What follows belongs to an exercise in optimizing a design on an open flow for small area and a short achievable clock period; a production flow would make more cautious choices. Where RTL was checked, it was by simulation tests only, not by an equivalence proof against the original. No functional check of the RTL was part of run 9. No activity file was given, so power comes from the tool's default toggle rates.

===== flow/design.v =====
package sram_arb_pkg;
  localparam int DEF_DATA_W = 8;
  localparam int DEF_ADDR_W = 8;
  localparam int DEF_NCH    = 2;
  localparam int DEF_RD_LAT = 1;
  localparam int MAX_NCH    = 8;
  typedef logic [$clog2(MAX_NCH)-1:0] ch_id_t;
endpackage
module rr_arbiter
#(
  parameter int NCH = sram_arb_pkg::DEF_NCH
) (
  input  logic           clk,
  input  logic           rst,
  input  logic [NCH-1:0] req,
  output logic [NCH-1:0] gnt,
  output logic [NCH-1:0] gnt_int
);
  logic [NCH*NCH-1:0] behind;
  rr_grant #(.NCH(NCH)) u_gnt_port (
    .rst    (rst),
    .req    (req),
    .behind (behind),
    .gnt    (gnt)
  );
  rr_grant #(.NCH(NCH)) u_gnt_int (
    .rst    (rst),
    .req    (req),
    .behind (behind),
    .gnt    (gnt_int)
  );
  always_ff @(posedge clk or posedge rst) begin
    if (rst) begin
      behind <= '0;
    end else if (|gnt_int) begin
      for (int i = 0; i < NCH; i++) begin
        for (int j = i + 1; j < NCH; j++) begin
          behind[i*NCH + j] <= |(gnt_int & (((NCH)'(1) << j) - ((NCH)'(1) << i)));
        end
      end
    end
  end
endmodule
module rr_grant
#(
  parameter int NCH = sram_arb_pkg::DEF_NCH
) (
  input  logic           rst,
  input  logic [NCH-1:0] req,
  input  logic [NCH*NCH-1:0] behind,
  output logic [NCH-1:0] gnt
);
  logic [NCH-1:0] blocked;
  always_comb begin
    for (int i = 0; i < NCH; i++) begin
      blocked[i] = 1'b0;
      for (int j = 0; j < NCH; j++) begin
        if (j < i) blocked[i] = blocked[i] | (req[j] & ~behind[j*NCH + i]);
        if (j > i) blocked[i] = blocked[i] | (req[j] &  behind[i*NCH + j]);
      end
      gnt[i] = req[i] & ~blocked[i] & ~rst;
    end
  end
endmodule
module sram_arb
#(
  parameter int DATA_W = sram_arb_pkg::DEF_DATA_W,
  parameter int ADDR_W = sram_arb_pkg::DEF_ADDR_W,
  parameter int NCH    = sram_arb_pkg::DEF_NCH,
  parameter int RD_LAT = sram_arb_pkg::DEF_RD_LAT
) (
  input  logic                  clk,
  input  logic                  rst,
  input  logic [NCH-1:0]        en,
  input  logic [NCH-1:0]        wr,
  input  logic [NCH*DATA_W-1:0] wr_data,
  input  logic [NCH*ADDR_W-1:0] addr,
  output logic [NCH-1:0]        gnt,
  output logic [NCH-1:0]        rd_valid,
  output logic [DATA_W-1:0]     rd_data
);
  localparam int DEPTH = 2 ** ADDR_W;
  logic [ADDR_W-1:0] sel_addr;
  logic [DATA_W-1:0] sel_wdata;
  localparam int LO_W = ADDR_W / 2;
  localparam int HI_W = ADDR_W - LO_W;
  logic [2**LO_W-1:0] sel_lo;
  logic [2**HI_W-1:0] sel_hi;
  logic [2**LO_W-1:0] req_lo;
  logic [2**HI_W-1:0] req_hi;
  logic [DATA_W-1:0] req_wdata;
  logic              req_we;
  logic [NCH-1:0]    rd_v0;
  logic [NCH-1:0]    rd_v1;
  logic [DATA_W-1:0] mem [DEPTH];
  logic [DEPTH-1:0]  row;
  logic [NCH-1:0]    gnt_int;
  localparam int PART = 48;
  localparam int NP   = (DEPTH + PART - 1) / PART;
  function automatic int PART_N(input int p);
    PART_N = DEPTH - p * PART;
    if (PART_N > PART) PART_N = PART;
  endfunction
  logic [DATA_W*NP-1:0] rd_part;
  logic [DATA_W*NP-1:0] rd_q;
  rr_arbiter #(.NCH(NCH)) u_arb (
    .clk (clk),
    .rst (rst),
    .req (en),
    .gnt     (gnt),
    .gnt_int (gnt_int)
  );
  always_comb begin
    sel_addr  = '0;
    sel_wdata = '0;
    for (int i = 0; i < NCH; i++) begin
      sel_addr  = sel_addr  | ({ADDR_W{gnt_int[i]}} & addr[i*ADDR_W +: ADDR_W]);
      sel_wdata = sel_wdata | ({DATA_W{gnt_int[i]}} & wr_data[i*DATA_W +: DATA_W]);
    end
  end
  always_comb begin
    for (int k = 0; k < 2**LO_W; k++) sel_lo[k] = (sel_addr[LO_W-1:0] == LO_W'(k));
    for (int k = 0; k < 2**HI_W; k++) sel_hi[k] = (sel_addr[ADDR_W-1:LO_W] == HI_W'(k));
  end
  always_ff @(posedge clk) begin
    req_lo    <= sel_lo;
    req_hi    <= sel_hi;
    req_wdata <= sel_wdata;
    req_we    <= |(gnt_int & wr);
  end
  always_ff @(posedge clk or posedge rst) begin
    if (rst) begin
      rd_v0 <= '0;
      rd_v1 <= '0;
    end else begin
      rd_v0 <= gnt_int & ~wr;
      rd_v1 <= rd_v0;
    end
  end
  always_comb begin
    for (int r = 0; r < DEPTH; r++) row[r] = req_hi[r >> LO_W] & req_lo[r % (2**LO_W)];
  end
  always_ff @(posedge clk) begin
    for (int r = 0; r < DEPTH; r++) begin
      if (req_we && row[r]) mem[r] <= req_wdata;
    end
  end
  for (genvar b = 0; b < DATA_W; b++) begin : g_rd
    logic [DEPTH-1:0] col;
    always_comb begin
      for (int r = 0; r < DEPTH; r++) col[r] = mem[r][b];
    end
    for (genvar p = 0; p < NP; p++) begin : g_part
      sram_arb_rdmux #(.N(PART_N(p))) u_mux (
        .sel  (row[p*PART +: PART_N(p)]),
        .d    (col[p*PART +: PART_N(p)]),
        .y_n  (rd_part[b*NP + p])
      );
    end
    assign rd_data[b] = ~&rd_q[b*NP +: NP];
  end
  always_ff @(posedge clk) rd_q <= rd_part;
  assign rd_valid = rd_v1;
endmodule
module sram_arb_rdmux
#(
  parameter int N = 3
) (
  input  logic [N-1:0] sel,
  input  logic [N-1:0] d,
  output logic         y_n
);
  localparam int NG = (N + 2) / 3;
  logic [NG-1:0] grp_n;
  for (genvar g = 0; g < NG; g++) begin : g_grp
    if (3 * g + 2 < N) begin : g_3
      sram_arb_aoi222 u_aoi (
        .a (sel[3*g +: 3]),
        .b (d[3*g +: 3]),
        .y (grp_n[g])
      );
    end else if (3 * g + 1 < N) begin : g_2
      sram_arb_aoi22 u_aoi (
        .a (sel[3*g +: 2]),
        .b (d[3*g +: 2]),
        .y (grp_n[g])
      );
    end else begin : g_1
      assign grp_n[g] = ~(sel[3*g] & d[3*g]);
    end
  end
  assign y_n = &grp_n;
endmodule
module sram_arb_aoi222 (
  input  logic [2:0] a,
  input  logic [2:0] b,
  output logic       y
);
  assign y = ~|(a & b);
endmodule
module sram_arb_aoi22 (
  input  logic [1:0] a,
  input  logic [1:0] b,
  output logic       y
);
  assign y = ~|(a & b);
endmodule
module sram_arb_top (
  input  logic         clk,
  input  logic         rst,
  input  logic [3:0]   en,
  input  logic [3:0]   wr,
  input  logic [127:0] wr_data,
  input  logic [27:0]  addr,
  output logic [3:0]   gnt,
  output logic [3:0]   rd_valid,
  output logic [31:0]  rd_data
);
  sram_arb #(.DATA_W(32), .ADDR_W(7), .NCH(4), .RD_LAT(2)) u_sram_arb (
    .clk      (clk),
    .rst      (rst),
    .en       (en),
    .wr       (wr),
    .wr_data  (wr_data),
    .addr     (addr),
    .gnt      (gnt),
    .rd_valid (rd_valid),
    .rd_data  (rd_data)
  );
endmodule

===== flow/run.sh =====
#!/bin/bash
# synth_recipe.tcl (not shown) runs the flow's synth.tcl, then flattens the netlist and writes it again
# the make line also repeats each setting of config.mk as NAME=value (left out here)
make -C /OpenROAD-flow-scripts/flow DESIGN_CONFIG=/design/flow/config.mk WORK_HOME=/design/flow/orfs CLKGATE_MAP_FILE= SYNTH_SCRIPT=/design/flow/synth_recipe.tcl finish

===== flow/config.mk =====
export PLATFORM = sky130hd
export DESIGN_NAME = sram_arb_top
export DESIGN_NICKNAME = sram_arb_top
export VERILOG_FILES = /design/flow/design.v
export SDC_FILE = /design/flow/constraint.sdc
export NUM_CORES = 4
export LEC_CHECK = 0
export CAP_MARGIN = 20
export CORE_MARGIN = 2
export CORE_UTILIZATION = 75
export CTS_BUF_LIST = sky130_fd_sc_hd__clkbuf_8 sky130_fd_sc_hd__clkbuf_16
export CTS_CLUSTER_DIAMETER = 80
export CTS_CLUSTER_SIZE = 24
export PLACE_DENSITY = 0.84
export SETUP_SLACK_MARGIN = 3.2
export SLEW_MARGIN = 20
export SYNTH_HIERARCHICAL = 1
export SYNTH_MINIMUM_KEEP_SIZE = 0

===== flow/constraint.sdc =====
create_clock -name core_clock -period 6.3 [get_ports {clk}]
set_input_delay 1.2600 -clock core_clock [delete_from_list [all_inputs] [get_ports {clk}]]
set_output_delay 1.2600 -clock core_clock [all_outputs]
set_load 0.01 [all_outputs]

==> results of run 1 <==
-- worst max-delay path, delay by kind of cell, from the launching register on --
kind | cells | cell delay, ns
buffers and inverters | 1 | 0.38
DFF | 1 | 0.73
and+or+nand+nor | 3 | 1.53
AOI/OAI and AO/OA | 1 | 0.48
-- final cells by class --
class / count / area (µm²)
Inverter: 7 / 26.28
Sequential cell: 4263 / 126700
Antenna cell: 5 / 12.51
Fill cell: 8463 / 34700
Timing Repair Buffer: 405 / 3580
Clock inverter: 160 / 715.7
Multi-Input combinational cell: 2312 / 20940
Clock buffer: 201 / 5030
Tap cell: 2624 / 3283
-- per-layer routing --
| layer | part of all wire, % | vias up | global-route usage, % |
|---|---|---|---|
| met2 | 45 | 10390 | 64.25 |
| li1 | - | 32020 | - |
| met1 | 29 | 41360 | 55.94 |
| met4 | 7.5 | 14 | 25.11 |
| met5 | 0.022 | - | 0 |
| met3 | 18 | 1593 | 13.45 |
-- power groups by stage --
stage | Clock (mW) | Sequential, mW | Combinational (mW)
after floorplan | 0 | 35.1 | 1.42
after global placement | 0 | 35.4 | 4.34
after detailed placement | 0 | 35.5 | 4.55
after CTS | 14.0 | 35.0 | 4.57
after global routing | 14.9 | 35.1 | 4.92
final | 14.2 | 35.2 | 4.94
-- state kept, by name, summed over array words and instances (netlist names) --
register	cells
u_sram_arb.req_hi	16
u_sram_arb.req_lo	8
u_sram_arb.mem	4096
u_sram_arb.rd_v0	4
u_sram_arb.req_we	1
u_sram_arb.rd_q	96
u_sram_arb.rd_v1	4
u_sram_arb.req_wdata	32
u_sram_arb.u_arb.behind	6
-- worst max path at each step --
| stage | start | endpoint | slack, ns | depth (start not counted) |
|---|---|---|---|---|
| 6_report | u_sram_arb.req_hi[10] | u_sram_arb.rd_q[88] | 3.03 | 5 |
| 5_1_grt | u_sram_arb.u_arb.behind[6] | gnt[1] | 3.00 | 3 |
| 4_1_cts | en[0] | gnt[2] | 3.00 | 4 |
| 3_5_place_dp | rst | u_sram_arb.req_lo[5] | 1.96 | 7 |
| 3_3_place_gp | rst | u_sram_arb.req_lo[7] | 2.07 | 7 |
| 2_1_floorplan | en[1] | gnt[3] | 3.23 | 2 |
-- through the flow --
step	hold slack [ns]	power (mW)	instance area [µm²]	instances
5_1_grt	0.3541	54.89	160300	9972
3_5_place_dp	0.3347	40.09	153800	9594
3_3_place_gp	0.3394	39.78	153800	9594
4_1_cts	0.3469	53.59	159900	9962
2_1_floorplan	0.3312	36.55	147100	6656
6_report	0.3449	54.32	160300	9977
-- timing repair --
| action | in CTS | in global routing |
|---|---|---|
| pin swaps | 8 | 16 |
| setup endpoints to repair | 108 | 1526 |
| gates resized for setup | 229 | 74 |
| gates cloned | 0 | 0 |
| buffers inserted | 7 | 8 |
| hold buffers | 0 | 0 |
==> run summary, run 1 <==
status=finished clean; r2r startpoint=u_sram_arb.req_hi[10]; largest net degree at the start of global routing=97; CP Cell Sequence=and2_1, buf_4, a222oi_1, nand4_1, nor4_2; Via density=8.558; clock latency on the worst-skew pair=between 0.9 and 1 ns; P_int=around 40 mW; # IOs=roughly 200; first-pass GRT wire length=between 500000 and 600000 µm; R2R depth=5; root buffer cell=clkbuf_16; worst rel slew slack=approximately 14%; share of cells above drive strength 1=11.59%; Worst Tran Pin Value=around 1.3 ns; unrepaired setup endpoints after global routing=yes; Mapped Cells=~6.7k; Critical Path Start Type=flop; Area Growth Syn to Fin=8.981%; crit-path max cell delay=approximately 0.73 ns; leading cell type in the layout, fill and taps excluded=edfxtp_1; TritonCTS buffer count=about 200; max-slew violation count=0; synth warn=10; setup ws final=~3.0 ns; setup TNS=0 ns; critical path arrival=4.08 ns; chip height=about 450 µm; Hold Path Depth=0; endpoints failing setup=0; Max Clk Rate=between 0.3 and 0.4 GHz; total number of vias=85.38k; wirelength, routed=around 430000 µm; Reg power frac=64.7%; Final min period=around 3.3 ns; vias in the first global route=about 80k; Required @ worst endpoint=7.12 ns; Die Wd=around 450 µm; initial DRC count=about 26k; synthesized area=around 0.15 mm²; DR DRC count=0; max cap viols=0; pre-CTS setup slack=approximately 2.0 ns; CP Max Fanout=19; Starting Density=between 70% and 80%; # rows=about 160; Synth Net Count=a little under 7k; clk buf depth=3; I/O Buffers=slightly above 200; Sw Share=between 20 and 30%; Clock H-tree levels=4; commonest cells after routing, fill and taps aside=4096 x edfxtp_1, 1344 x a222oi_1, 320 x nand4_1; Max IR drop VDD=0.3194 mV; Worst Setup Path Type=reg -> reg; P_sw=~14 mW; Nets=around 7.4k; final core occ=between 80% and 90%; Worst Clk Skew=slightly below 0.06 ns; Clk pwr share=26.2%; slowest CP cell=dfxtp_1; ANT nets after route=0; final hold vios=0; CTS tree=built; critical hold path startpoint=u_sram_arb.rd_v0[2]; PwrDens=around 340 mW/mm²; grt total ovfl=0; Core ar.=between 0.15 and 0.2 mm²; all-layer global routing usage=a little over two fifths; Hold Crit Endpoint=u_sram_arb.rd_v1[2]; LEAKAGE=around 50 nW; min-delay worst type=reg -> reg; final worst-path cycle share=a little over 50%; syn avg cell area=about 22 µm²; FF-to-FF End=u_sram_arb.rd_q[88]; DIE AREA=0.1997 mm²; CTS Sinks=roughly 4.3k; Reg2Reg Setup Slack=~3.0 ns; initial antenna violation count=12; HPWL after detailed placement=233300 µm; drt pass-1 iters=13; Clk pin slew, worst setup/hold paths=0.09 ns; WL per Instance=42.82 µm; RePlAce Congestion=0.8653; Crit. End Element=flop; Gate power share=just over 9%
==> run 2: changes to the inputs <==
--- a/flow/config.mk
+++ b/flow/config.mk
@@ -9,3 +9,3 @@
 export CORE_MARGIN = 2
-export CORE_UTILIZATION = 75
+export CORE_UTILIZATION = 65
 export CTS_BUF_LIST = sky130_fd_sc_hd__clkbuf_8 sky130_fd_sc_hd__clkbuf_16
@@ -13,3 +13,3 @@
 export CTS_CLUSTER_SIZE = 24
-export PLACE_DENSITY = 0.84
+export PLACE_DENSITY = 0.75
 export SETUP_SLACK_MARGIN = 3.2
==> run summary, run 2 <==
status=finished clean; Crit. End Element=output port; initial antenna violation count=16 (+4); CP Max Fanout=5 (-14); share of cells above drive strength 1=11.61% (+0.014 points); vias in the first global route=76.08k (-5.2%); worst-case hold slack=0.3559 ns (+0.01096 ns); TritonCTS buffer count=198 (+1.0%); all-layer global routing usage=35.06% (-7.6 points); Worst Setup SP=en[2]; max reg flops=4096 (unchanged); final hold vios=0 (unchanged); Required @ worst endpoint=5.04 ns (-2.08 ns); Max Clk Rate=0.3026 GHz (-1.1%); fin area=0.1609 mm² (+0.41%); LEAKAGE=50.10 nW (about the same); final worst-path cycle share=52.45% (+0.59 points); PwrDens=336.3 mW/mm² (-0.76%); clock latency on the worst-skew pair=0.90 ns (-0.02 ns); Clk pwr share=26.4% (+0.2 points); endpoints failing setup=0 (unchanged); largest register by flop count=u_sram_arb.mem; FF+latch area=0.1267 mm² (about the same); # IOs=206 (unchanged); Worst Tran Pin Value=1.235 ns (-0.04981 ns); Reg power frac=65.2% (+0.5 points); synth warn=10 (unchanged); final core occ=71.56% (-11 points); Gate power share=8.3% (-0.8 points); HPWL after detailed placement=225500 µm (-3.4%); r2r startpoint=u_sram_arb.req_hi[5]; Max IR drop VDD=0.3180 mV (-0.44%); first-pass GRT wire length=565600 µm (-4.8%); Area Growth Syn to Fin=9.423%; Worst Clk Skew=0.06929 ns (+0.01094 ns); WL per Instance=39.47 µm (-7.8%); Via density=7.813 (-8.7%); Sw Share=25.41% (-0.34 points); Largest regs=u_sram_arb.mem (4096), u_sram_arb.rd_q (96), u_sram_arb.req_wdata (32); P_int=40.37 mW (about the same); max cap viols=0 (unchanged); total number of vias=80.93k (-5.2%); ANT nets after route=0 (unchanged); commonest cells after routing, fill and taps aside=4096 x edfxtp_1, 1344 x a222oi_1, 320 x nand4_1; leading cell type in the layout, fill and taps excluded=edfxtp_1; Starting Density=65.40% (-10 points); drt pass-1 iters=11 (-2); largest net degree at the start of global routing=100 (+3.1%); Die Wd=479.7 µm (+7.4%); DIE AREA=0.2301 mm² (+15%); P_sw=13.75 mW (-1.7%); critical path arrival=2.04 ns (-2.04 ns); Multi-input gate area=0.02099 mm² (+0.21%); Clk pin slew, worst setup/hold paths=0.09 ns (about the same); clk buf depth=3 (unchanged); wirelength, routed=408900 µm (-4.3%); Worst Setup Path Type=in -> out; placed inst area=0.1542 mm² (+0.31%); # rows=174 (+7.4%); Clock H-tree levels=4 (unchanged); min-delay worst type=reg -> reg; chip height=479.7 µm (+7.4%); unrepaired setup endpoints after global routing=yes; number of fillers in the final layout=12.83k (+52%); Critical Path Start Type=input port; syn avg cell area=22.10 µm² (unchanged); setup TNS=0 ns (unchanged); worst rel slew slack=17.65% (+3.3 points); root buffer cell=clkbuf_16; grt total ovfl=0 (unchanged); Final min period=3.305 ns (+0.03743 ns); CTS tree=built; RePlAce Congestion=0.8424 (-2.6%); I/O Buffers=205 (unchanged); max-slew violation count=0 (unchanged); CTS Sinks=4263 (unchanged); DR DRC count=0 (unchanged); synthesized area=0.1471 mm² (unchanged); Synth Net Count=6822 (unchanged); Core ar.=0.2249 mm² (+15%); Mapped Cells=6656 (unchanged); Nets=7348 (-0.041%); initial DRC count=20.85k (-19%); critical hold path startpoint=u_sram_arb.rd_v0[2]
## run 2: cell count changes in the layout (fill, tap and decap cells not counted), sizes merged, moves of 3 or more
| cell | delta |
|---|---|
| clkdlybuf4s15 | +3 |
| inv | -3 |
| diode | +14 |
| clkinv | +5 |
| buf | -4 |
| dlygate4sd2 | -5 |
## run 2: metal layers
layer  global-route usage [%]  wire length, µm  vias to the layer above  part of all wire, %
met5                        0               13                        -               0.0032
met4                    16.48            22730                        2                  5.6
met3                    9.511            63570                      807                   16
met2                    52.36           185300                     7045                   45
met1                    48.96           137300                    41030                   34
li1                         -                -                    32050                    -
## run 2: layout make-up
| cell class | instances | area share [%] |
|---|---|---|
| diodes | 19 | 0.02954 |
| clock buffers | 202 | 3.113 |
| clock inverters | 164 | 0.5186 |
| inverters | 7 | 0.01633 |
| multi-input cells | 2312 | 13.04 |
| flip-flops and latches | 4263 | 78.75 |
| well taps | 2992 | 2.326 |
| repair buffers | 400 | 2.204 |
## run 2: worst paths after layout
| path | endpoint | slack (ns) | cells past startpoint |
|---|---|---|---|
| setup / recovery | gnt[1] | 3.00 | 4 |
| hold / removal | u_sram_arb.rd_v1[2] | 0.36 | 0 |
| setup reg to reg | u_sram_arb.rd_q[63] | 3.21 | 5 |
| hold reg to reg | u_sram_arb.rd_v1[2] | 0.36 | 0 |
| max in group asynchronous | u_sram_arb.rd_v1[3] | 5.58 | 3 |
| min in group asynchronous | u_sram_arb.u_arb.behind[11] | 0.46 | 3 |
## run 2: critical path, stage by stage
cell and delay, ns:
buf_12 0.11, a22o_1 0.24, nor4b_2 0.26, buf_2 0.17
## run 2: power groups by stage
| stage | clock [mW] | combinational [mW] | sequential (mW) |
|---|---|---|---|
| final | 14.3 | 4.51 | 35.3 |
| after CTS | 14.2 | 4.32 | 35.2 |
| after global routing | 15.2 | 4.63 | 35.3 |
| after detailed placement | 0 | 4.30 | 35.7 |
| after global placement | 0 | 4.14 | 35.7 |
| after floorplan | 0 | 1.42 | 35.1 |
## run 2: repair_timing
item	4_1_cts	5_1_grt
hold buffers	0	0
buffers inserted	9	1
pin swaps	6	5
resized for setup	300	27
endpoints found under the setup margin	1578	390
## run 2: stage by stage
stage | total power [mW] | std cells | setup slack (ns)
2_1_floorplan | 36.55 | 6656 | 3.234
3_3_place_gp | 39.80 | 9963 | 1.970
5_1_grt | 55.12 | 10350 | 2.983
6_report | 54.12 | 10360 | 2.995
3_5_place_dp | 40.05 | 9963 | 1.941
4_1_cts | 53.78 | 10340 | 2.993
==> run 3: changes to the inputs <==
--- a/flow/config.mk
+++ b/flow/config.mk
@@ -14,3 +14,3 @@
 export PLACE_DENSITY = 0.75
-export SETUP_SLACK_MARGIN = 3.2
+export SETUP_SLACK_MARGIN = 3.3
 export SLEW_MARGIN = 20
==> run summary, run 3 <==
drt pass-1 iters=11 (unchanged); share of cells above drive strength 1=12.10% (+0.49 points); Critical Path Start Type=input port; largest register by flop count=u_sram_arb.mem; wirelength, routed=400800 µm (-2.0%); worst rel slew slack=20.40% (+2.7 points); initial antenna violation count=10 (-6); clk buf depth=3 (unchanged); Required @ worst endpoint=5.04 ns (about the same); Worst Clk Skew=0.06207 ns (-0.007222 ns); CP Max Fanout=8 (+3); LEAKAGE=50.18 nW (+0.15%); Max Clk Rate=0.3046 GHz (+0.64%); number of fillers in the final layout=12.76k (-0.62%); ANT nets after route=0 (unchanged); chip height=479.7 µm (unchanged); unrepaired setup endpoints after global routing=yes; commonest cells after routing, fill and taps aside=4096 x edfxtp_1, 1344 x a222oi_1, 320 x nand4_1; # hold bufs at CTS=0 (unchanged); HPWL after detailed placement=225900 µm (+0.18%); final hold vios=0 (unchanged); Synth Net Count=6822 (unchanged); RePlAce Congestion=0.8491 (+0.80%); CP Cell Sequence=buf_6, a22oi_1, and4b_1, buf_2; CP delay by family, top=buffers and inverters; max reg flops=4096 (unchanged); clock latency on the worst-skew pair=0.91 ns (about the same); Buf/Inv on CP=2 (unchanged); Largest regs=u_sram_arb.mem (4096), u_sram_arb.rd_q (96), u_sram_arb.req_wdata (32); PwrDens=335.1 mW/mm² (-0.34%); pre-CTS setup slack=1.948 ns (+0.007620 ns); DIE AREA=0.2301 mm² (unchanged); setup ws final=3.017 ns (+0.02107 ns); Starting Density=65.40% (unchanged); max cap viols=0 (unchanged); met2 wire length=184200 µm (-0.59%); CTS Sinks=4263 (unchanged); FF-to-FF End=u_sram_arb.rd_q[90]; Area Growth Syn to Fin=9.444% (about the same); Hold Path Depth=0 (unchanged); total number of vias=80.77k (-0.21%); Mapped Cells=6656 (unchanged); r2r startpoint=u_sram_arb.req_lo[7]; # IOs=206 (unchanged); Clock H-tree levels=4 (unchanged); CTS tree=built; first-pass GRT wire length=560400 µm (-0.92%); Die Wd=479.7 µm (unchanged); Via density=7.801 (-0.15%); Met3 Wirelength=61970 µm (-2.5%); Reg2Reg Setup Slack=3.25 ns (+0.04 ns); setup TNS=0 ns (unchanged); critical hold path startpoint=u_sram_arb.rd_v0[1]; syn avg cell area=22.10 µm² (unchanged); all-layer global routing usage=34.42% (-0.64 points); Final min period=3.283 ns (-0.02107 ns); I/O Buffers=205 (unchanged); TritonCTS buffer count=196 (-1.0%); Worst Tran Pin Value=1.194 ns (-0.04122 ns); Max IR drop VDD=0.3280 mV (+3.2%); initial DRC count=20.25k (-2.8%); Met1 Wirelength=135300 µm (-1.5%); Hold Crit Endpoint=u_sram_arb.rd_v1[1]; slowest CP cell=and4b_1; Nets=7356 (+0.11%); vias in the first global route=76.65k (+0.75%); Max Used Layer=met4; endpoints failing setup=0 (unchanged); largest net degree at the start of global routing=94 (-6.0%); critical path arrival=2.02 ns (-0.02 ns); synth warn=10 (unchanged); leading cell type in the layout, fill and taps excluded=edfxtp_1; final worst-path cycle share=52.12% (-0.33 points); min-delay worst type=reg -> reg; root buffer cell=clkbuf_16; Crit. End Element=output port; placed inst area=0.1543 mm² (about the same); # rows=174 (unchanged); DR DRC count=0 (unchanged); max-slew violation count=0 (unchanged); status=finished clean; Clk pin slew, worst setup/hold paths=0.09 ns (about the same); Worst Setup Path Type=in -> out; grt total ovfl=0 (unchanged); Core ar.=0.2249 mm² (unchanged); fin area=0.1610 mm² (about the same); synthesized area=0.1471 mm² (unchanged); crit-path max cell delay=0.26 ns (about the same); R2R depth=6 (+1); WL per Instance=38.72 µm (-1.9%)
[run 3: power breakdown]
group	internal, mW	leakage, nW	switching (mW)
Sequential	33.4	39.0	1.87
Clock	5.91	3.37	8.30
Combinational	1.14	7.84	3.34
[run 3: repair_timing]
action | 4_1_cts | 5_1_grt
buffers inserted | 11 | 4
pin swaps | 15 | 6
cloned | 0 | 0
resized for setup | 426 | 18
setup endpoints to repair | 2102 | 275
[run 3: layer usage]
| metal | up-vias | GRT usage (%) |
|---|---|---|
| li1 | 32040 | - |
| met1 | 40830 | 49.18 |
| met2 | 7115 | 52.20 |
| met3 | 782 | 7.650 |
| met4 | 0 | 14.71 |
| met5 | - | 0 |
[run 3: layout make-up]
| cell class | instances | area (µm²) | share of cell area [%] |
|---|---|---|---|
| Inverter | 7 | 26.28 | 0.01632 |
| Timing Repair Buffer | 410 | 3515 | 2.183 |
| Antenna cell | 3 | 7.507 | 0.004664 |
| Multi-Input combinational cell | 2312 | 21120 | 13.12 |
| Clock inverter | 162 | 706.9 | 0.4392 |
| Clock buffer | 204 | 5094 | 3.164 |
| Tap cell | 2992 | 3744 | 2.326 |
| Sequential cell | 4263 | 126800 | 78.74 |
[run 3: through the flow]
stage	total power [mW]	hold WS [ns]	utilization [%]	std cells
after floorplan	36.56	0.3312	-	6656
after global placement	39.68	0.3330	68.61	9969
after detailed placement	39.93	0.3379	68.61	9969
after CTS	53.70	0.3578	71.54	10350
after global routing	55.02	0.3657	71.57	10350
final	53.95	0.3577	71.58	10350
[run 3: how the worst max path moves through the flow]
stage	startpoint	cells after the start	endpoint	slack, ns
finish	en[3]	4	gnt[0]	3.02
global route	u_sram_arb.u_arb.behind[1]	3	gnt[0]	2.99
CTS	u_sram_arb.u_arb.behind[11]	3	gnt[3]	3.03
detailed placement	rst	4	gnt[3]	1.95
global placement	rst	4	gnt[3]	2.02
floorplan	en[1]	2	gnt[3]	3.30
==> run 4: changes to the inputs <==
--- a/flow/config.mk
+++ b/flow/config.mk
@@ -13,3 +13,3 @@
 export CTS_CLUSTER_SIZE = 24
-export PLACE_DENSITY = 0.75
+export PLACE_DENSITY = 0.65
 export SETUP_SLACK_MARGIN = 3.3
==> run summary, run 4 <==
HPWL after detailed placement=234200 µm (+3.7%); root buffer cell=clkbuf_16; clock latency on the worst-skew pair=0.89 ns (-0.02 ns); Required @ worst endpoint=5.04 ns (about the same); Worst Clk Skew=0.03085 ns (-0.03122 ns); max cap viols=0 (unchanged); GRT busiest layer=met2; min-delay worst type=in -> async; largest register by flop count=u_sram_arb.mem; status=finished clean; CTS Sinks=4263 (unchanged); # IOs=206 (unchanged); Area Growth Syn to Fin=9.338% (about the same); clk buf depth=3 (unchanged); Critical Path Start Type=input port; Worst Tran Pin Value=1.195 ns (+0.001458 ns); first-pass GRT wire length=575300 µm (+2.7%); critical path arrival=2.07 ns (+0.05 ns); share of cells above drive strength 1=12.26% (+0.16 points); worst rel slew slack=20.30% (-0.097 points); GRT met1 Usage=51.20% (+2.0 points); CP Max Fanout=8 (unchanged); total number of vias=79.72k (-1.3%); Max Clk Rate=0.3003 GHz (-1.4%); LEAKAGE=49.98 nW (-0.40%); WL per Instance=40.53 µm (+4.7%); DR DRC count=0 (unchanged); final worst-path cycle share=52.85% (+0.74 points); endpoints failing setup=0 (unchanged); largest net degree at the start of global routing=104 (+11%); chip height=479.7 µm (unchanged); setup TNS=0 ns (unchanged); number of fillers in the final layout=13.42k (+5.2%); synthesized area=0.1471 mm² (unchanged); vias in the first global route=75.25k (-1.8%); initial antenna violation count=20 (+10); initial DRC count=17.92k (-12%); Inst Count DP=9980 (+0.11%); Crit. End Element=output port; Via density=7.726 (-0.96%); Die Wd=479.7 µm (unchanged); CTS tree=built; Clock H-tree levels=4 (unchanged); max reg flops=4096 (unchanged); commonest cells after routing, fill and taps aside=4096 x edfxtp_1, 1344 x a222oi_1, 320 x nand4_1; TritonCTS buffer count=195 (-0.51%); Synth Net Count=6822 (unchanged); Nets=7358 (+0.027%); Multi-input gate area=0.02119 mm² (+0.31%); Final min period=3.330 ns (+0.04633 ns); Largest regs=u_sram_arb.mem (4096), u_sram_arb.rd_q (96), u_sram_arb.req_wdata (32); FF+latch area=0.1268 mm² (about the same); Max IR drop VDD=0.3510 mV (+7.0%); Clk pin slew, worst setup/hold paths=0.09 ns (about the same); syn avg cell area=22.10 µm² (unchanged); final hold vios=0 (unchanged); drt pass-1 iters=9 (-2); setup ws final=2.970 ns (-0.04633 ns); Starting Density=65.40% (unchanged); ANT nets after route=0 (unchanged); Core ar.=0.2249 mm² (unchanged); # rows=174 (unchanged); Mapped Cells=6656 (unchanged); Worst Setup Path Type=in -> out; fin cells=10.32k (-0.34%); DIE AREA=0.2301 mm² (unchanged); unrepaired setup endpoints after global routing=yes; I/O Buffers=205 (unchanged); RePlAce Congestion=0.8662 (+2.0%); M3 GR Usage=7.198% (-0.45 points); synth warn=10 (unchanged); met2 usage=55.39% (+3.2 points); leading cell type in the layout, fill and taps excluded=edfxtp_1; pre-CTS setup slack=1.761 ns (-0.1868 ns); PwrDens=336.0 mW/mm² (+0.25%); wirelength, routed=418100 µm (+4.3%); grt total ovfl=0 (unchanged); max-slew violation count=0 (unchanged); final core occ=71.51% (about the same); all-layer global routing usage=35.93% (+1.5 points)
run 4: cell types whose count changed in the layout (fill, tap and decap cells not counted), sizes merged:
cell | before | now
inv | 162 | 125
buf | 239 | 240
diode | 3 | 9
clkdlybuf4s15 | 7 | 8
clkinv | 7 | 3
clkbuf | 204 | 202
run 4: critical path, cell delays in order:
cell and delay (ns):
buf_4 0.14, nor2b_4 0.13, a2111oi_4 0.33, buf_2 0.20
run 4: power breakdown:
part | internal, mW | leakage, nW | total [mW] | switching (mW)
registers | 33.4 | 39.0 | 35.4 | 2.04
clock network | 5.79 | 3.11 | 14.0 | 8.23
logic | 1.14 | 7.89 | 4.58 | 3.44
run 4: worst paths after layout:
path	start	endpoint	slack [ns]	depth (start not counted)
hold / removal	rst	u_sram_arb.u_arb.behind[6]	0.35	2
min in group core_clock	u_sram_arb.rd_v0[0]	u_sram_arb.rd_v1[0]	0.36	0
hold reg to reg	u_sram_arb.rd_v0[0]	u_sram_arb.rd_v1[0]	0.36	0
setup / recovery	en[0]	gnt[2]	2.97	4
max in group asynchronous	rst	u_sram_arb.rd_v1[0]	5.69	2
setup reg to reg	u_sram_arb.req_lo[1]	u_sram_arb.rd_q[43]	3.27	6
run 4: layout make-up:
type | count | share of cell area, %
Tap cell | 2992 | 2.328
Clock buffer | 201 | 3.128
Clock inverter | 121 | 0.2957
Sequential cell | 4263 | 78.85
Inverter | 7 | 0.01634
Multi-Input combinational cell | 2312 | 13.18
Timing Repair Buffer | 413 | 2.194
Antenna cell | 9 | 0.01400
run 4: repair_timing:
action,4_1_cts,5_1_grt
hold buffers,0,0
setup buffers,5,2
endpoints found under the setup margin,1137,648
pin swaps,21,12
resized for setup,427,33
run 4: metal layers:
layer | share of wire [%] | routed length [µm]
met5 | 0.0062 | 26
met4 | 4.7 | 19730
met3 | 13 | 53860
met2 | 47 | 195600
met1 | 36 | 148900
run 4: per-stage QoR:
| step | power [mW] | hold slack [ns] | cell area [µm²] |
|---|---|---|---|
| floorplan | 36.56 | 0.3312 | 147100 |
| global placement | 40.13 | 0.3381 | 154400 |
| detailed placement | 40.31 | 0.3403 | 154400 |
| CTS | 53.91 | 0.3017 | 160700 |
| global route | 55.15 | 0.3392 | 160800 |
| finish | 54.03 | 0.3499 | 160800 |
==> run 5: changes to the inputs <==
--- a/flow/config.mk
+++ b/flow/config.mk
@@ -13,4 +13,4 @@
 export CTS_CLUSTER_SIZE = 24
-export PLACE_DENSITY = 0.65
-export SETUP_SLACK_MARGIN = 3.3
+export PLACE_DENSITY = 0.75
+export SETUP_SLACK_MARGIN = 3.5
 export SLEW_MARGIN = 20
==> run summary, run 5 <==
first-pass GRT wire length=572000 µm (-0.58%); R2R depth=6 (unchanged); PwrDens=337.1 mW/mm² (+0.33%); Inst Count DP=9961 (-0.19%); Max IR drop VDD=0.3327 mV (-5.2%); endpoints failing setup=0 (unchanged); Worst Clk Skew=0.03977 ns (+0.008919 ns); fin cells=10.34k (+0.20%); vias in the first global route=77.56k (+3.1%); Synth Net Count=6822 (unchanged); CTS tree=built; Area Growth Syn to Fin=9.635%; TritonCTS buffer count=197 (+1.0%); # hold bufs at CTS=0 (unchanged); Core ar.=0.2249 mm² (unchanged); ANT nets after route=0 (unchanged); r2r startpoint=u_sram_arb.req_lo[0]; Via density=7.869 (+1.8%); Largest regs=u_sram_arb.mem (4096), u_sram_arb.rd_q (96), u_sram_arb.req_wdata (32); CP Max Fanout=2 (-6); DIE AREA=0.2301 mm² (unchanged); clk buf depth=3 (unchanged); Final min period=3.324 ns (-0.006020 ns); Clock H-tree levels=4 (unchanged); CTS Sinks=4263 (unchanged); synth warn=10 (unchanged); leading cell type in the layout, fill and taps excluded=edfxtp_1; Die Wd=479.7 µm (unchanged); # rows=174 (unchanged); Reg2Reg Setup Slack=3.35 ns (+0.08 ns); largest register by flop count=u_sram_arb.mem; Required @ worst endpoint=5.04 ns (about the same); initial DRC count=21.11k (+18%); status=finished clean; initial antenna violation count=22 (+10%); # IOs=206 (unchanged); grt total ovfl=0 (unchanged); root buffer cell=clkbuf_16; worst rel slew slack=21.29% (+0.99 points); Worst Tran Pin Value=1.181 ns (-0.01480 ns); RePlAce Congestion=0.8424 (-2.7%); total number of vias=81.36k (+2.1%); HPWL after detailed placement=224300 µm (-4.2%); Critical Path Start Type=input port; Mapped Cells=6656 (unchanged); max cap viols=0 (unchanged); max reg flops=4096 (unchanged); chip height=479.7 µm (unchanged); synthesized area=0.1471 mm² (unchanged); Worst Setup Path Type=in -> out; critical path arrival=2.06 ns (about the same); LEAKAGE=50.23 nW (+0.51%); commonest cells after routing, fill and taps aside=4096 x edfxtp_1, 1344 x a222oi_1, 320 x nand4_1; drt pass-1 iters=11 (+2); clock latency on the worst-skew pair=0.89 ns (about the same); FF-to-FF End=u_sram_arb.rd_q[67]; Starting Density=65.40% (unchanged); WL per Instance=40.03 µm (-1.2%); Crit. End Element=output port; I/O Buffers=205 (unchanged); all-layer global routing usage=35.50% (-0.43 points); final worst-path cycle share=52.76% (-0.096 points); wirelength, routed=413900 µm (-1.0%); min-delay worst type=in -> async; syn avg cell area=22.10 µm² (unchanged); setup TNS=0 ns (unchanged); Max Clk Rate=0.3009 GHz (+0.18%); share of cells above drive strength 1=12.50% (+0.24 points); max-slew violation count=0 (unchanged); DR DRC count=0 (unchanged); final hold vios=0 (unchanged); unrepaired setup endpoints after global routing=yes; Clk pin slew, worst setup/hold paths=0.09 ns (about the same); Nets=7349 (-0.12%); largest net degree at the start of global routing=92 (-12%)
## run 5: layout make-up
class / instances / area [µm²]
clock buffer: 206 / 5144
sequential: 4263 / 126800
clock inverter: 147 / 675.6
multi-input combinational: 2312 / 21220
fill: 12730 / 63640
antenna: 10 / 25.02
inverter: 7 / 26.28
tap: 2992 / 3744
timing repair buffer: 402 / 3646
## run 5: repair_timing
action                                  4_1_cts  5_1_grt
setup buffers                                 9        6
resized for setup                           504       34
pin swaps                                    39       30
endpoints found under the setup margin     1904       61
## run 5: where the power goes
part	leakage [nW]	switching, mW	internal, mW
Clock	3.33	8.34	5.96
Combinational	7.92	3.45	1.30
Sequential	39.0	1.93	33.4
## run 5: worst max-delay path, cell delays in order
cell	delay, ns
buf_12	0.10
a22o_1	0.25
nor4b_4	0.28
buf_2	0.18
## run 5: how the worst max path moves through the flow
stage	from	end	slack (ns)	depth (start not counted)
after floorplan	en[2]	gnt[1]	3.31	2
after global placement	en[2]	gnt[1]	1.98	4
after detailed placement	en[2]	gnt[1]	1.97	4
after CTS	en[2]	gnt[1]	2.99	4
after global routing	en[2]	gnt[1]	2.95	4
final	en[2]	gnt[1]	2.98	4
## run 5: metrics by stage
stage	instance area [µm²]	power, mW	hold slack, ns	worst slack, ns	utilization (%)
finish	161300	54.36	0.3100	2.976	71.70
global route	161200	55.34	0.3036	2.950	71.69
CTS	161100	54.02	0.2690	2.987	71.62
detailed placement	154300	40.02	0.3364	1.968	68.60
global placement	154300	39.78	0.3365	1.981	68.60
floorplan	147100	36.56	0.3312	3.306	-
## run 5: per-layer routing
metal | track usage, % | vias to the layer above | part of all wire (%)
met2 | 53.52 | 7406 | 45
met1 | 49.05 | 41020 | 33
met3 | 8.888 | 897 | 16
met5 | 0 | - | 0
met4 | 17.95 | 0 | 6.0
li1 | - | 32040 | -
==> run 6: changes to the inputs <==
--- a/flow/config.mk
+++ b/flow/config.mk
@@ -11,6 +11,6 @@
 export CTS_BUF_LIST = sky130_fd_sc_hd__clkbuf_8 sky130_fd_sc_hd__clkbuf_16
-export CTS_CLUSTER_DIAMETER = 80
-export CTS_CLUSTER_SIZE = 24
+export CTS_CLUSTER_DIAMETER = 90
+export CTS_CLUSTER_SIZE = 28
 export PLACE_DENSITY = 0.75
-export SETUP_SLACK_MARGIN = 3.5
+export SETUP_SLACK_MARGIN = 3.0
 export SLEW_MARGIN = 20
==> run summary, run 6 <==
# rows=174 (unchanged); CTS tree=built; PwrDens=331.7 mW/mm² (-1.6%); WL per Instance=39.39 µm (-1.6%); CTS Sinks=4263 (unchanged); Clk pwr share=25.0% (-1.3 points); Power Total=52.97 mW (-2.5%); Sw Share=25.23% (about the same); P_sw=13.36 mW (-2.6%); vias in the first global route=75.51k (-2.6%); final worst-path cycle share=53.51% (+0.75 points); worst rel slew slack=19.63% (-1.7 points); # IOs=206 (unchanged); share of cells above drive strength 1=10.81% (-1.7 points); Clk pin slew, worst setup/hold paths=0.10 ns (about the same); first-pass GRT wire length=561100 µm (-1.9%); Crit. End Element=flop; Required @ worst endpoint=6.80 ns (+1.76 ns); # hold bufs at CTS=0 (unchanged); largest net degree at the start of global routing=100 (+8.7%); Area Growth Syn to Fin=8.593%; I/O Buffers=205 (unchanged); DR DRC count=0 (unchanged); unrepaired setup endpoints after global routing=yes; Worst Setup Path Type=reg -> reg; RePlAce Congestion=0.8424 (unchanged); Max Clk Rate=0.2966 GHz (-1.4%); max reg flops=4096 (unchanged); Mapped Cells=6656 (unchanged); commonest cells after routing, fill and taps aside=4096 x edfxtp_1, 1344 x a222oi_1, 320 x nand4_1; chip height=479.7 µm (unchanged); synth warn=10 (unchanged); initial antenna violation count=21 (-4.5%); Max IR drop VDD=0.3035 mV (-8.8%); clk buf depth=3 (unchanged); wirelength, routed=405900 µm (-1.9%); Core ar.=0.2249 mm² (unchanged); P_int=39.61 mW (-2.5%); Worst Setup SP=u_sram_arb.req_we; DIE AREA=0.2301 mm² (unchanged); clock latency on the worst-skew pair=0.89 ns (about the same); Critical Path Start Type=flop; FF-to-FF End=u_sram_arb.mem[22][14]; largest register by flop count=u_sram_arb.mem; leading cell type in the layout, fill and taps excluded=edfxtp_1; synthesized area=0.1471 mm² (unchanged); status=finished clean; fin cells=10.31k (-0.33%); grt total ovfl=0 (unchanged); worst-case hold slack=0.3407 ns (+0.03068 ns); met2 usage=52.30% (-1.2 points); total number of vias=80.66k (-0.86%); Final min period=3.371 ns (+0.04751 ns); max cap viols=0 (unchanged); R2R depth=2 (-4); initial DRC count=20.73k (-1.8%); all-layer global routing usage=34.81% (-0.68 points); Nets=7316 (-0.45%); Inst Count DP=9963 (+0.020%); Clock H-tree levels=4 (unchanged); Reg power frac=66.5% (+1.5 points); Gate power share=8.4% (-0.3 points); Starting Density=65.40% (unchanged); Worst Clk Skew=0.06523 ns (+0.02547 ns); max-slew violation count=0 (unchanged); HPWL after detailed placement=225500 µm (+0.53%); LEAKAGE=49.62 nW (-1.2%); syn avg cell area=22.10 µm² (unchanged); Via density=7.827 (-0.53%); final core occ=71.02% (-0.68 points); M3 GR Usage=8.804% (-0.084 points); final hold vios=0 (unchanged); setup TNS=0 ns (unchanged); GRT busiest layer=met2; min-delay worst type=in -> async; Synth Net Count=6822 (unchanged); ANT nets after route=0 (unchanged); TritonCTS buffer count=172 (-13%); Worst Tran Pin Value=1.206 ns (+0.02493 ns); Die Wd=479.7 µm (unchanged); drt pass-1 iters=10 (-1); Reg2Reg Setup Slack=2.93 ns (-0.42 ns); CP Max Fanout=69 (+67); Largest regs=u_sram_arb.mem (4096), u_sram_arb.rd_q (96), u_sram_arb.req_wdata (32); r2r startpoint=u_sram_arb.req_we; root buffer cell=clkbuf_16; critical path arrival=3.87 ns (+1.81 ns); GRT met1 Usage=48.94% (-0.11 points); endpoints failing setup=0 (unchanged)
[run 6: cell types whose count changed in the layout (fill, tap and decap cells not counted), sizes merged]
cell / previous run / this run
buf: 242 / 198
clkbuf: 206 / 173
clkdlybuf4s50: 160 / 178
dlygate4sd2: 0 / 17
diode: 10 / 21
inv: 148 / 142
clkinv: 6 / 7
clkinvlp: 0 / 1
dlymetal6s2s: 0 / 1
[run 6: worst max-delay path, stage by stage (launching register included)]
cell	delay (ns)
dfxtp_4	1.05
buf_4	0.70
and3_2	1.03
[run 6: timing repair]
| item | in CTS | in global routing |
|---|---|---|
| gates resized for setup | 178 | 15 |
| setup endpoints to repair | 36 | 23 |
| pin swaps | 3 | 3 |
| buffers inserted | 4 | 0 |
[run 6: worst max-delay path by stage]
stage / to / slack, ns / cells after the start
3_3_place_gp: gnt[2] / 1.97 / 4
5_1_grt: gnt[3] / 2.95 / 4
2_1_floorplan: gnt[3] / 3.23 / 2
6_report: u_sram_arb.mem[22][14] / 2.93 / 2
3_5_place_dp: gnt[3] / 1.94 / 4
4_1_cts: gnt[3] / 2.92 / 3
[run 6: stage by stage]
step	instance area, µm²	setup WS (ns)
2_1_floorplan	147100	3.234
3_3_place_gp	154200	1.970
3_5_place_dp	154200	1.941
4_1_cts	159600	2.919
5_1_grt	159700	2.952
6_report	159700	2.929
[run 6: cell type report]
class	instances	area, µm²
Antenna cell	21	52.55
Fill cell	13020	65180
Timing Repair Buffer	394	3512
Clock buffer	173	4329
Multi-Input combinational cell	2312	20610
Inverter	7	26.28
Clock inverter	143	732.0
Tap cell	2992	3744
Sequential cell	4263	126700
[run 6: per-layer routing]
layer	part of all wire [%]	routed length, µm
met1	34	136500
met2	45	184600
met3	15	62610
met4	5.5	22210
met5	0.0037	15
[run 6: power by group through the flow]
| stage | Combinational [mW] | Sequential [mW] | Clock, mW |
|---|---|---|---|
| 2_1_floorplan | 1.42 | 35.1 | 0 |
| 3_3_place_gp | 4.14 | 35.7 | 0 |
| 3_5_place_dp | 4.30 | 35.7 | 0 |
| 4_1_cts | 4.31 | 35.2 | 13.2 |
| 5_1_grt | 4.58 | 35.3 | 14.2 |
| 6_report | 4.45 | 35.3 | 13.3 |
==> run 7: changes to the inputs <==
--- a/flow/config.mk
+++ b/flow/config.mk
@@ -14,3 +14,3 @@
 export PLACE_DENSITY = 0.75
-export SETUP_SLACK_MARGIN = 3.0
+export SETUP_SLACK_MARGIN = 3.2
 export SLEW_MARGIN = 20
==> run summary, run 7 <==
commonest cells after routing, fill and taps aside=4096 x edfxtp_1, 1344 x a222oi_1, 320 x nand4_1; Hold Crit Endpoint=u_sram_arb.rd_v1[3]; status=finished clean; total number of vias=80.54k (-0.15%); fin area=0.1602 mm² (+0.27%); Die Wd=479.7 µm (unchanged); r2r startpoint=u_sram_arb.req_lo[5]; met2 usage=52.41% (+0.11 points); all-layer global routing usage=34.90% (+0.083 points); setup ws final=2.986 ns (+0.05770 ns); DR DRC count=0 (unchanged); min-delay worst type=reg -> reg; crit-path max cell delay=0.27 ns (-0.78 ns); RePlAce Congestion=0.8424 (unchanged); CP Cell Sequence=buf_12, a22o_1, nor4b_2, buf_2; max reg flops=4096 (unchanged); Starting Density=65.40% (unchanged); drt pass-1 iters=13 (+3); ANT nets after route=0 (unchanged); Clock H-tree levels=4 (unchanged); Worst Tran Pin Value=1.233 ns (+0.02777 ns); # hold bufs at CTS=0 (unchanged); synthesized area=0.1471 mm² (unchanged); Synth Net Count=6822 (unchanged); Max IR drop VDD=0.3058 mV (+0.76%); Area Growth Syn to Fin=8.890%; initial DRC count=20.66k (-0.35%); unrepaired setup endpoints after global routing=yes; number of fillers in the final layout=12.95k (-0.53%); R2R depth=5 (+3); I/O Buffers=205 (unchanged); root buffer cell=clkbuf_16; CP Max Fanout=5 (-93%); vias in the first global route=75.73k (+0.30%); Worst Clk Skew=0.06791 ns (+0.002676 ns); setup TNS=0 ns (unchanged); GRT met1 Usage=48.72% (-0.22 points); Sw Share=25.32% (+0.096 points); Reg2Reg Setup Slack=3.05 ns (+0.12 ns); fin cells=10.31k (+0.019%); CTS Sinks=4263 (unchanged); synth warn=10 (unchanged); P_sw=13.44 mW (+0.57%); Final min period=3.314 ns (-0.05770 ns); leading cell type in the layout, fill and taps excluded=edfxtp_1; largest register by flop count=u_sram_arb.mem; first-pass GRT wire length=562600 µm (+0.27%); largest net degree at the start of global routing=100 (unchanged); TritonCTS buffer count=172 (unchanged); share of cells above drive strength 1=11.30% (+0.49 points); final hold vios=0 (unchanged); critical path arrival=2.05 ns (-1.82 ns); endpoints failing setup=0 (unchanged); critical hold path startpoint=u_sram_arb.rd_v0[3]; Max Clk Rate=0.3018 GHz (+1.7%); worst rel slew slack=17.78% (-1.9 points); Crit. End Element=output port; Mapped Cells=6656 (unchanged); pre-CTS setup slack=1.941 ns (unchanged); Clk pin slew, worst setup/hold paths=0.10 ns (about the same); # rows=174 (unchanged); grt total ovfl=0 (unchanged); final core occ=71.21% (+0.19 points); Hold Path Depth=0; slowest CP cell=nor4b_2; CTS tree=built; HPWL after detailed placement=225500 µm (unchanged); clock latency on the worst-skew pair=0.89 ns (about the same); chip height=479.7 µm (unchanged); Power Total=53.07 mW (+0.19%); Core ar.=0.2249 mm² (unchanged); P_int=39.63 mW (about the same); GRT busiest layer=met2; worst-case hold slack=0.3585 ns (+0.01776 ns); final worst-path cycle share=52.60% (-0.92 points); Nets=7327 (+0.15%); clk buf depth=3 (unchanged); Clk pwr share=25.0% (about the same); Worst Setup Path Type=in -> out; FF-to-FF End=u_sram_arb.rd_q[28]; M3 GR Usage=9.298% (+0.49 points); syn avg cell area=22.10 µm² (unchanged); Required @ worst endpoint=5.04 ns (-1.76 ns); max cap viols=0 (unchanged); wirelength, routed=406700 µm (+0.19%); Gate power share=8.5% (about the same); DIE AREA=0.2301 mm² (unchanged); PwrDens=331.4 mW/mm² (about the same); max-slew violation count=0 (unchanged); Via density=7.814 (-0.17%); # IOs=206 (unchanged); initial antenna violation count=17 (-19%); Largest regs=u_sram_arb.mem (4096), u_sram_arb.rd_q (96), u_sram_arb.req_wdata (32); Reg power frac=66.5% (about the same); Inst Count DP=9963 (unchanged); placed inst area=0.1542 mm² (unchanged); LEAKAGE=49.68 nW (+0.12%); Critical Path Start Type=input port; WL per Instance=39.46 µm (+0.17%)
-- run 7: worst max path at each step --
stage	startpoint	end	slack, ns	depth (start not counted)
5_1_grt	en[2]	gnt[1]	2.98	4
4_1_cts	en[2]	gnt[1]	2.99	4
2_1_floorplan	en[1]	gnt[3]	3.23	2
3_3_place_gp	rst	gnt[2]	1.97	4
6_report	en[2]	gnt[1]	2.99	4
3_5_place_dp	rst	gnt[3]	1.94	4
-- run 7: worst max-delay path: cells and delay by family --
| kind | cells | cell delay [ns] |
|---|---|---|
| buffers and inverters | 2 | 0.29 |
| AO/OA/AOI/OAI | 1 | 0.24 |
| AND/OR/NAND/NOR | 1 | 0.27 |
-- run 7: area by class of cell --
type | count | area (µm²) | area share, %
flip-flops and latches | 4263 | 126700 | 79.14
repair buffers | 405 | 3605 | 2.251
multi-input cells | 2312 | 20950 | 13.08
inverters | 7 | 26.28 | 0.01641
diodes | 12 | 30.03 | 0.01875
clock inverters | 143 | 732.0 | 0.4570
clock buffers | 173 | 4329 | 2.703
well taps | 2992 | 3744 | 2.337
-- run 7: repair_timing --
action / CTS / global route
pin swaps: 6 / 3
endpoints found under the setup margin: 1604 / 365
resized for setup: 296 / 30
buffers inserted: 13 / 2
endpoints found under the hold margin: 0 / 0
-- run 7: layer usage --
metal / wire, µm / vias up
li1: - / 31980
met1: 136900 / 40810
met2: 185000 / 6974
met3: 62990 / 782
met4: 21780 / 0
met5: 0 / -
-- run 7: power groups by stage --
stage                     combinational, mW  clock, mW  sequential, mW
after floorplan                        1.42          0            35.1
after global placement                 4.14          0            35.7
after detailed placement               4.30          0            35.7
after CTS                              4.32       13.2            35.2
after global routing                   4.62       14.2            35.3
final                                  4.51       13.3            35.3
==> run 8: changes to the inputs <==
==> flow/flow/run.sh (new file) <==
#!/bin/bash
# The standard layout, with the port buffers made from buf_2 cells and
# non-critical gates downsized after global routing.
set -euo pipefail
bash standard.sh \
  BUFFER_PORTS_ARGS="-buffer_cell sky130_fd_sc_hd__buf_2" \
  RECOVER_POWER=100 \
  finish > standard_flow.log 2>&1
==> flow/standard.sh (new file) <==
#!/bin/bash
# synth_recipe.tcl (not shown) runs the flow's synth.tcl, then flattens the netlist and writes it again
# the make line also repeats each setting of config.mk as NAME=value (left out here)
make -C /OpenROAD-flow-scripts/flow DESIGN_CONFIG=/design/flow/config.mk WORK_HOME=/design/flow/orfs CLKGATE_MAP_FILE= SYNTH_SCRIPT=/design/flow/synth_recipe.tcl "${@:-finish}"
--- a/flow/config.mk
+++ b/flow/config.mk
@@ -11,4 +11,4 @@
 export CTS_BUF_LIST = sky130_fd_sc_hd__clkbuf_8 sky130_fd_sc_hd__clkbuf_16
-export CTS_CLUSTER_DIAMETER = 90
-export CTS_CLUSTER_SIZE = 28
+export CTS_CLUSTER_DIAMETER = 80
+export CTS_CLUSTER_SIZE = 24
 export PLACE_DENSITY = 0.75
removed: flow/run.sh
==> run summary, run 8 <==
TritonCTS buffer count=198 (+15%); Largest regs=u_sram_arb.mem (4096), u_sram_arb.rd_q (96), u_sram_arb.req_wdata (32); clk buf depth=3 (unchanged); Clock H-tree levels=4 (unchanged); max-slew violation count=6467 (+6467); critical hold path startpoint=u_sram_arb.rd_v0[0]; critical path arrival=5.36 ns (+3.31 ns); synthesized area=0.1471 mm² (unchanged); endpoints failing setup=0 (unchanged); CTS tree=built; min-delay worst type=reg -> reg; crit-path max cell delay=2.51 ns (+2.24 ns); max reg flops=4096 (unchanged); CP Max Fanout=74 (+69); DR DRC count=0 (unchanged); Power Total=53.88 mW (+1.5%); Clk pin slew, worst setup/hold paths=0.09 ns (about the same); leading cell type in the layout, fill and taps excluded=edfxtp_1; r2r startpoint=u_sram_arb.req_we; Fail Reasons=capacitance limit, slew limit; Starting Density=65.40% (unchanged); drt pass-1 iters=13 (unchanged); P_seq=35.4 mW (about the same); commonest cells after routing, fill and taps aside=4096 x edfxtp_1, 1344 x a222oi_1, 320 x nand4_1; HPWL after detailed placement=231200 µm (+2.5%); CP Cell Sequence=and3_1; initial antenna violation count=41 (+24); Reg2Reg Setup Slack=1.39 ns (-1.66 ns); P_int=40.36 mW (+1.8%); setup TNS=0 ns (unchanged); R2R depth=1 (-4); unrepaired setup endpoints after global routing=yes; met2 wire length=185900 µm (+0.45%); RePlAce Congestion=0.8780 (+4.2%); Required @ worst endpoint=6.75 ns (+1.71 ns); first-pass GRT wire length=566600 µm (+0.70%); Met3 Wirelength=64460 µm (+2.3%); status=failed layout checks; Nets=7348 (+0.29%); FF-to-FF End=u_sram_arb.mem[48][6]; Met1 Wirelength=135700 µm (-0.86%); Sw Share=25.10% (-0.23 points); vias in the first global route=76.10k (+0.48%); Reg power frac=65.6% (-0.9 points); # IOs=206 (unchanged); Mapped Cells=6656 (unchanged); Crit path depth=1 (-3); Area Growth Syn to Fin=7.971%; Final min period=4.911 ns (+1.597 ns); Critical Path Sink=u_sram_arb.mem[48][6]; LEAKAGE=49.85 nW (+0.36%); root buffer cell=clkbuf_16; total number of vias=80.90k (+0.45%); slowest CP cell=dfxtp_1; WL per Instance=39.40 µm (-0.13%); largest net degree at the start of global routing=93 (-7.0%); setup ws final=1.389 ns (-1.597 ns); PwrDens=339.3 mW/mm² (+2.4%); pre-CTS setup slack=2.301 ns (+0.3606 ns); DIE AREA=0.2301 mm² (unchanged); # rows=174 (unchanged); Die Wd=479.7 µm (unchanged); Hold Crit Endpoint=u_sram_arb.rd_v1[0]; fin cells=10.35k (+0.44%); max cap viols=138 (+138); placed inst area=0.1532 mm² (-0.67%); worst-case hold slack=0.3598 ns (+0.001359 ns); Crit. End Element=flop; worst rel slew slack=-120.9% (-140 points); Worst Setup SP=u_sram_arb.req_we; Critical Path Start Type=flop; Gate power share=7.8% (-0.7 points); reported clock group power=14.3 mW (+8%); Worst Clk Skew=0.05341 ns (-0.01450 ns); Max Clk Rate=0.2036 GHz (-33%); I/O Buffers=205 (unchanged); final worst-path cycle share=77.95% (+25 points); Inst Count DP=9963 (unchanged); wirelength, routed=407900 µm (+0.30%); CTS Sinks=4263 (unchanged); Max IR drop VDD=0.3034 mV (-0.76%); Max Used Layer=met5; clock latency on the worst-skew pair=0.92 ns (+0.03 ns); CP delay by family, top=flip-flops; Via density=7.815 (about the same); Core ar.=0.2249 mm² (unchanged); # hold bufs at CTS=0 (unchanged); Hold Path Depth=0 (unchanged); final core occ=70.61% (-0.60 points); initial DRC count=20.85k (+0.92%); fin area=0.1588 mm² (-0.84%); Synth Net Count=6822 (unchanged); Clk pwr share=26.5% (+1.5 points); synth warn=10 (unchanged); all-layer global routing usage=35.03% (+0.14 points); chip height=479.7 µm (unchanged); largest register by flop count=u_sram_arb.mem; largest power group=registers; Comb. pwr=4.22 mW (-6.4%); grt total ovfl=0 (unchanged); Buf/Inv on CP=0 (-2); syn avg cell area=22.10 µm² (unchanged); Worst Tran Pin Value=3.314 ns (+2.081 ns); ANT nets after route=0 (unchanged); share of cells above drive strength 1=10.76% (-0.53 points); number of fillers in the final layout=13.22k (+2.1%); Worst Setup Path Type=reg -> reg; P_sw=13.52 mW (+0.61%); final hold vios=0 (unchanged)
==> run 8: timing repair <==
item	CTS	global route
setup endpoints to repair	42	178
gates resized for setup	88	49
pin swaps	11	10
setup buffers	7	3
cloned	0	0
==> run 8: layout make-up <==
cell class	count	area [µm²]	area share [%]
Antenna cell	12	30.03	0.01891
Inverter	7	26.28	0.01655
Clock buffer	205	5130	3.230
Clock inverter	161	767.0	0.4830
Timing Repair Buffer	400	2449	1.542
Sequential cell	4263	126500	79.65
Tap cell	2992	3744	2.357
Multi-Input combinational cell	2312	20170	12.70
==> run 8: layer usage <==
metal	global-route usage [%]	up-vias
li1	-	32040
met1	49.28	40570
met2	53.11	7441
met3	8.382	834
met4	15.81	22
met5	0	-
==> run 8: worst min path at each step <==
stage / slack (ns) / start / to
4_1_cts: 0.35 / u_sram_arb.rd_v0[2] / u_sram_arb.rd_v1[2]
2_1_floorplan: 0.33 / u_sram_arb.rd_v0[0] / u_sram_arb.rd_v1[0]
3_3_place_gp: 0.34 / u_sram_arb.rd_v0[2] / u_sram_arb.rd_v1[2]
3_5_place_dp: 0.33 / u_sram_arb.rd_v0[2] / u_sram_arb.rd_v1[2]
==> run 8: power groups by stage <==
| stage | logic, mW | registers [mW] | clock network [mW] |
|---|---|---|---|
| CTS | 4.22 | 35.1 | 14.3 |
| global placement | 4.01 | 35.6 | 0 |
| floorplan | 1.42 | 35.1 | 0 |
| detailed placement | 4.14 | 35.7 | 0 |
==> run 9: changes to the inputs <==
--- a/flow/design.v
+++ b/flow/design.v
@@ -90,4 +90,3 @@
   logic [2**HI_W-1:0] req_hi;
-  logic [DATA_W-1:0] req_wdata;
-  logic              req_we;
+  logic              sel_we;
   logic [NCH-1:0]    rd_v0;
@@ -124,7 +123,6 @@
   end
+  assign sel_we = |(gnt_int & wr);
   always_ff @(posedge clk) begin
-    req_lo    <= sel_lo;
-    req_hi    <= sel_hi;
-    req_wdata <= sel_wdata;
-    req_we    <= |(gnt_int & wr);
+    req_lo <= sel_lo;
+    req_hi <= sel_hi;
   end
@@ -144,3 +142,3 @@
     for (int r = 0; r < DEPTH; r++) begin
-      if (req_we && row[r]) mem[r] <= req_wdata;
+      if (sel_we && sel_hi[r >> LO_W] && sel_lo[r % (2**LO_W)]) mem[r] <= sel_wdata;
     end
==> flow/run.sh (new file) <==
#!/bin/bash
# synth_recipe.tcl (not shown) runs the flow's synth.tcl, then flattens the netlist and writes it again
# the make line also repeats each setting of config.mk as NAME=value (left out here)
make -C /OpenROAD-flow-scripts/flow DESIGN_CONFIG=/design/flow/config.mk WORK_HOME=/design/flow/orfs CLKGATE_MAP_FILE= SYNTH_SCRIPT=/design/flow/synth_recipe.tcl finish
--- a/flow/config.mk
+++ b/flow/config.mk
@@ -14,3 +14,3 @@
 export PLACE_DENSITY = 0.75
-export SETUP_SLACK_MARGIN = 3.2
+export SETUP_SLACK_MARGIN = 3.4
 export SLEW_MARGIN = 20
removed: flow/flow/run.sh
removed: flow/standard.sh
==> run summary, run 9 <==
Die Wd=478.4 µm (-0.26%); Stopped at=global routing; synth warn=10 (unchanged); Synth Net Count=6816 (-0.088%); root buffer cell=clkbuf_16; status=aborted with a tool error; all-layer global routing usage=78.20%; RePlAce Congestion=1.042 (+19%); I/O Buffers=205 (unchanged); largest net degree at the start of global routing=around 130; grt total ovfl=10; Mapped Cells=6650 (-0.090%); # hold bufs at CTS=0 (unchanged); tool error=[ERROR GRT-0232] Routing congestion too high. Check the congestion heatmap in the GUI.; initial antenna violation count=about 120; HPWL after detailed placement=260800 µm (+13%); Worst EP post-GRT repair=u_sram_arb.mem[67][2]$_DFFE_PP_/DE; CTS Sinks=4230 (-0.77%); # IOs=206 (unchanged); syn avg cell area=22.00 µm² (-0.44%); synthesized area=0.1463 mm² (-0.52%); clk buf depth=3 (unchanged); Clock H-tree levels=4 (unchanged); worst endpoint type=register input; TritonCTS buffer count=196 (-1.0%); Starting Density=65.25% (-0.15 points); # rows=174 (unchanged); chip height=478.4 µm (-0.26%)
## run 9: worst max-delay path by stage
stage | start | slack [ns] | to
global placement | en[3] | 0.50 | u_sram_arb.mem[43][14]
detailed placement | en[3] | 0.45 | u_sram_arb.mem[43][20]
CTS | u_sram_arb.u_arb.behind[6] | 2.90 | u_sram_arb.mem[97][16]
floorplan | en[3] | 1.78 | u_sram_arb.mem[25][0]
## run 9: power by group through the flow
stage | Clock, mW | Sequential [mW] | Combinational, mW
4_1_cts | 14.0 | 33.3 | 8.90
3_3_place_gp | 0 | 33.9 | 6.58
2_1_floorplan | 0 | 33.8 | 2.59
3_5_place_dp | 0 | 33.9 | 6.77
## run 9: metrics by stage
step	std cells	instance area (µm²)	setup WS, ns	hold slack (ns)
4_1_cts	11540	184600	2.895	0.2562
3_5_place_dp	10170	157300	0.4541	0.3378
3_3_place_gp	10170	157300	0.4997	0.3394
2_1_floorplan	6650	147400	1.777	0.3312
## run 9: per-layer routing
metal | track usage, % | GRT overflow
met4 | 76.54 | 7
met2 | 89.41 | 2
met3 | 71.08 | 0
met1 | 75.68 | 1
met5 | 53.63 | 0
## run 9: repair_timing
action,4_1_cts
pin swaps,256
endpoints found under the hold margin,0
setup buffers,701
endpoints found under the setup margin,8341
cloned,356
gates resized for setup,1597

[afterwards: timing with drivers on the ports]
No port has a modelled driver above. Below, the same layouts with a new extraction and two added sets of constraints. Step 1: set_driving_cell puts a clkbuf_16 on clk and a buf_2 on each other input, an assumption about the parent block. Step 2 moves the port delays by t, midway between the first and last clock arrival at a register: inputs arrive t later, outputs are due t later. That takes back most of the time a late clock gives input paths. Three values: no drivers, after step 1, after step 2; two values: the first two.
run	t, ns	setup slack, ns	worst setup path at the end	cell pins on the clock port's net
run 1	0.986	3.033 / 2.988 / 2.531	input to register	1
run 2	0.961	2.995 / 2.949 / 2.855	input to register	1
run 3	0.970	3.017 / 2.934 / 2.741	input to register	1
run 4	0.979	2.970 / 2.895 / 2.895	input to output	1
run 5	0.978	2.976 / 2.915 / 2.746	input to register	1
run 6	0.958	2.929 / 2.911 / 2.912	input to register	1
run 7	0.963	2.986 / 2.940 / 2.835	input to register	1
run 8	0.994	1.389 / 1.389 / 0.673	input to register	1
The setup slack of run 8, which loses most, moves by 0.000 ns with the drivers and by -0.716 ns with both steps.
